Background: an optimization exercise with open tools, aiming at small area. Do not read the settings as production practice.
In this exercise RTL edits were held to simulation tests only and were not proved equivalent to the original.
Power is estimated from default activity; no workload was simulated.

## build 42
// pe_debug_top
module pe_debug_top (
  input  logic                i_clk,
  input  logic                i_rst_n,
  input  logic                i_cs,
  input  logic                i_wr_rd,
  input  dbg_pkg::bus_addr_t  i_addr,
  input  dbg_pkg::bus_data_t  i_wdata,
  output logic                o_ack_n,
  output dbg_pkg::bus_data_t  o_rdata,
  input  dbg_pkg::ready_t     i_rx_inc,
  input  logic                i_mux_inc_dra,
  input  logic                i_mux_inc_dma,
  input  logic                i_mux_inc_conf,
  input  dbg_pkg::pe_vec_t    i_dist_inc,
  input  dbg_pkg::ready_t     i_peri_ready,
  input  dbg_pkg::pe_irq_t    i_pe_irq0,
  input  dbg_pkg::pe_irq_t    i_pe_irq1,
  input  dbg_pkg::pe_irq_t    i_pe_irq2,
  input  dbg_pkg::state_nib_t i_mux_state,
  input  dbg_pkg::usedw7_t    i_usedw_dma,
  input  dbg_pkg::usedw7_t    i_usedw_dra,
  input  dbg_pkg::usedw7_t    i_usedw_conf,
  input  logic                i_dist_state,
  input  dbg_pkg::state_nib_t i_out_state,
  input  dbg_pkg::pe_vec_t    i_dma_alf,
  input  dbg_pkg::usedw30_t   i_usedw_dmawr,
  input  dbg_pkg::usedw30_t   i_usedw_pbufrd,
  input  dbg_pkg::bus_data_t  i_pe_reg_value0,
  input  dbg_pkg::bus_data_t  i_pe_reg_value1,
  input  dbg_pkg::bus_data_t  i_pe_reg_value2,
  input  dbg_pkg::bus_data_t  i_pc0,
  input  dbg_pkg::bus_data_t  i_pc1,
  input  dbg_pkg::bus_data_t  i_pc2,
  output dbg_pkg::reg_id_t    o_pe_reg_id0,
  output dbg_pkg::reg_id_t    o_pe_reg_id1,
  output dbg_pkg::reg_id_t    o_pe_reg_id2
);
Size in the first run: about 390 flip-flops, roughly 430 I/O pins, ~18000 µm² of cells after synthesis.
export LEC_CHECK = 0
export CAP_MARGIN = 20
export CORE_MARGIN = 2
export CORE_UTILIZATION = 60
export SLEW_MARGIN = 20
create_clock -name core_clock -period 5.0 [get_ports {i_clk}]
standard.sh (not shown) runs the stock make flow with config.mk's settings and CLKGATE_MAP_FILE= SYNTH_SCRIPT=/design/flow/synth_recipe.tcl, a recipe that flattens the netlist after the stock synthesis.
==> flow/flow/run.sh <==
#!/bin/bash
# Standard layout (standard.sh, unchanged synthesis) with two changes:
#  - port buffers are plain buf_1 cells instead of the delay buffers
#    buffer_ports picks by default;
#  - clock tree built from clkbuf_4 with small sink clusters and no dummy
#    loads.
# standard.sh's full output goes to standard_flow.log; each ORFS step also
# writes its own log under orfs/logs.
set -euo pipefail
export BUFFER_PORTS_ARGS="-buffer_cell sky130_fd_sc_hd__buf_1"
export CTS_ARGS="-sink_clustering_enable -repair_clock_nets -dont_use_dummy_load -buf_list {sky130_fd_sc_hd__clkbuf_4} -sink_clustering_size 10 -sink_clustering_max_diameter 40"
bash standard.sh > standard_flow.log 2>&1
Build 42: all stages complete, timing, DRC and antenna checks passed
Modified inputs, build 46 compared to build 42
Settings: CORE_UTILIZATION changed from 60 to 40.
diff --git a/flow/flow/run.sh b/flow/flow/run.sh
--- a/flow/flow/run.sh
+++ b/flow/flow/run.sh
@@ -11 +11 @@
-export CTS_ARGS="-sink_clustering_enable -repair_clock_nets -dont_use_dummy_load -buf_list {sky130_fd_sc_hd__clkbuf_4} -sink_clustering_size 10 -sink_clustering_max_diameter 40"
+export CTS_ARGS="-sink_clustering_enable -repair_clock_nets -dont_use_dummy_load -buf_list {sky130_fd_sc_hd__clkbuf_4} -sink_clustering_size 8 -sink_clustering_max_diameter 40"
[summary]
- Build 46 completed; timing, DRC and antenna clean
- Build 46 reports a higher synthesis-to-finish area growth than build 42 does.
- Build 46 reports a higher final-layout worst hold slack than build 42 does.
- Going from build 42 to build 46, number of cells in the finished layout apart from fillers went up; register share of total power shrank by 1.9 points; number of tap cells inserted now larger; number of placed cells counting well taps increased by 217 relative to the old numbers; routability congestion estimate from global placement decreased 0.0063.
- Relative to build 42, worst reg-to-reg setup slack has increased by 50 ps in build 46.
- A path category of the worst min-delay check of in2async is what build 42 shows, while reg2reg belongs to build 46.
- Power consumption came out higher on build 46 than on build 42.
- Route | build 46 vs build 42 | wire longer in build 46
- First-pass GRT wire length in build 46 is 10% above build 42.
[inputs] build 41 vs build 46
Settings: CORE_UTILIZATION: 40 -> 70.
Findings:
Build 46 and build 41 ended up with roughly the same clock edge transition at the registers on the reported setup and hold paths. Relative to build 46, combinational power share increased by 0.2 points in build 41. Comparing build 46 and build 41, the higher multi-input logic portion of the cell area is on build 41. From build 46 to build 41 the numbers moved as follows: fraction of area in registers increased 1.1 points, area of the die decreased 42%. When the final numbers for build 46 and build 41 were put side by side, the length of the first detailed-routing pass in iterations turned out to be smaller in build 46. For number of well taps, dividing the value from build 41 by the value from build 46 gives 0.56. Build 41 vs. build 46: clock power shrank by about 7%, worst hold slack went down.
Changes in build 95 relative to build 41:
Settings: a change of CORE_UTILIZATION from 70 to 60.
## What came out
- Of build 41 and build 95, the lower final core area utilization belongs to build 95.
- Changes observed in build 95 relative to build 41: fmax went down, setup slack -58 ps, share of final layout cell area taken by clock buffers and inverters stayed essentially flat.
- Build 95 ends up with a final area that is about 0.6% higher than in build 41.
- Build 41 reports its critical path capture point as ring_q[7][1] while build 95 reports o_rdata[19].
- Cell count: build 95 higher than build 41
- Build 95 ended with less first-pass GRT wire length than build 41.

* * *

pe_debug_top, a different RTL version from the one above (not shown whole).
Size: ~0.019 mm^2 of cells after synthesis.
Settings: LEC_CHECK=0, CAP_MARGIN=20, CORE_MARGIN=2, CORE_UTILIZATION=40, SLEW_MARGIN=20; clock period 5.0 ns.
==> flow/flow/run.sh <==
#!/bin/bash
# Standard layout (standard.sh, its synthesis unchanged) with three changes:
#  - after synthesis, every combinational cell is swapped to the smallest
#    drive strength of its family (downsize.tcl); the flow's own repair
#    steps upsize again where timing needs it. Registers are left as they are;
#  - port buffers are plain buf_1 cells instead of the delay buffers
#    buffer_ports picks by default;
#  - clock tree built from clkbuf_4 with small sink clusters and no dummy
#    loads.
# Each tool's full output goes to a log of its own in this folder; each ORFS
# step also writes its own log under orfs/logs.
set -euo pipefail
export BUFFER_PORTS_ARGS="-buffer_cell sky130_fd_sc_hd__buf_1"
export CTS_ARGS="-sink_clustering_enable -repair_clock_nets -dont_use_dummy_load -buf_list {sky130_fd_sc_hd__clkbuf_4} -sink_clustering_size 8 -sink_clustering_max_diameter 40"
bash standard.sh synth > standard_synth.log 2>&1
R=orfs/results/sky130hd/pe_debug_top/base
cat > downsize_run.tcl <<EOT
read_db $R/1_synth.odb
source flow/downsize.tcl
write_db $R/1_synth.odb
EOT
openroad -no_init -exit downsize_run.tcl > downsize.log 2>&1
bash standard.sh > standard_flow.log 2>&1
==> flow/flow/downsize.tcl <==
# Swap every combinational cell of the synthesized netlist to the smallest
# drive strength of the same cell family (same function and pins); the
# flow's repair steps upsize again where timing needs it. Registers are kept.
set db [ord::get_db]
set block [ord::get_db_block]
set dont_use {}
# smallest master per family (name without the _N drive suffix)
array set best {}
foreach lib [$db getLibs] {
  foreach m [$lib getMasters] {
    set n [$m getName]
    if {![regexp {^(sky130_fd_sc_hd__[a-z0-9]+)_([0-9]+)$} $n -> fam drv]} { continue }
    if {[lsearch -exact $dont_use $n] >= 0} { continue }
    set a [expr {[$m getWidth] * [$m getHeight]}]
    if {![info exists best($fam)] || $a < [lindex $best($fam) 1]} {
      set best($fam) [list $m $a]
    }
  }
}
set nswap 0
foreach inst [$block getInsts] {
  set m [$inst getMaster]
  set n [$m getName]
  if {![regexp {^(sky130_fd_sc_hd__[a-z0-9]+)_([0-9]+)$} $n -> fam drv]} { continue }
  # keep registers, clock gates, latches as they are
  if {[regexp {__(df|edf|sdf|dl|sdl|ebuf|einv)} $n]} { continue }
  set bm [lindex $best($fam) 0]
  if {[$bm getName] ne $n} {
    $inst swapMaster $bm
    incr nswap
  }
}
puts "downsize: swapped $nswap cells"
==> next run, changes <==
==> flow/flow/run.sh (replaced) <==
#!/bin/bash
# Standard layout (standard.sh, unchanged synthesis) with two changes:
#  - port buffers are plain buf_1 cells instead of the delay buffers
#    buffer_ports picks by default;
#  - clock tree built from clkbuf_4 with small sink clusters and no dummy
#    loads.
# standard.sh's full output goes to standard_flow.log; each ORFS step also
# writes its own log under orfs/logs.
set -euo pipefail
export BUFFER_PORTS_ARGS="-buffer_cell sky130_fd_sc_hd__buf_1"
export CTS_ARGS="-sink_clustering_enable -repair_clock_nets -dont_use_dummy_load -buf_list {sky130_fd_sc_hd__clkbuf_4} -sink_clustering_size 8 -sink_clustering_max_diameter 40"
bash standard.sh > standard_flow.log 2>&1
removed: flow/flow/downsize.tcl
Effect:
- sequential power hardly moves
- area after synthesis came out higher by 1.3%
- die area came out higher by 1.3%
- setup slack is better by 98 ps
- non-clock buffer count came out lower by 19
- global-route usage came out lower by 0.80 points
- utilization came out lower by 0.92 points

[afterwards: timing with drivers on the ports]
In the flow no input, the clock included, has a driving cell. The finished layouts below were timed again as built, in two steps. Step 1 assumes that a clkbuf_16 drives the clock port and a buf_2 every other input. Step 2 moves the port delays by t, midway between the first and last clock arrival at a register: inputs arrive t later, outputs are due t later. That takes back most of the time a late clock gives input paths. a / b / c = ideal / step 1 / step 2; a / b = the first two.
run | shift t [ns] | setup slack, ns | worst register clock-pin slew, ns | worst slew at a driven data input, ns
build 42 | 0.736 | 0.665 / 0.690 / -0.046 | 0.12 / 0.12 | 0.15
build 46 | 0.780 | 0.774 / 0.782 / 0.001 | 0.10 / 0.10 | 0.13
build 41 | 0.773 | 0.790 / 0.793 / 0.020 | 0.10 / 0.10 | 0.17
build 95 | 0.738 | 0.731 / 0.757 / 0.019 | 0.10 / 0.10 | 0.14
the first run of note 2 | 0.774 | 0.288 / 0.288 / 0.288 | 0.10 / 0.10 | 0.12
the second run of note 2 | 0.803 | 0.386 / 0.386 / 0.386 | 0.10 / 0.10 | 0.13
Met with ideal ports but missed after step 2: setup timing in build 42. For build 46, which loses most, drivers alone change the setup slack by +0.008 ns; drivers and shift together by -0.773 ns.
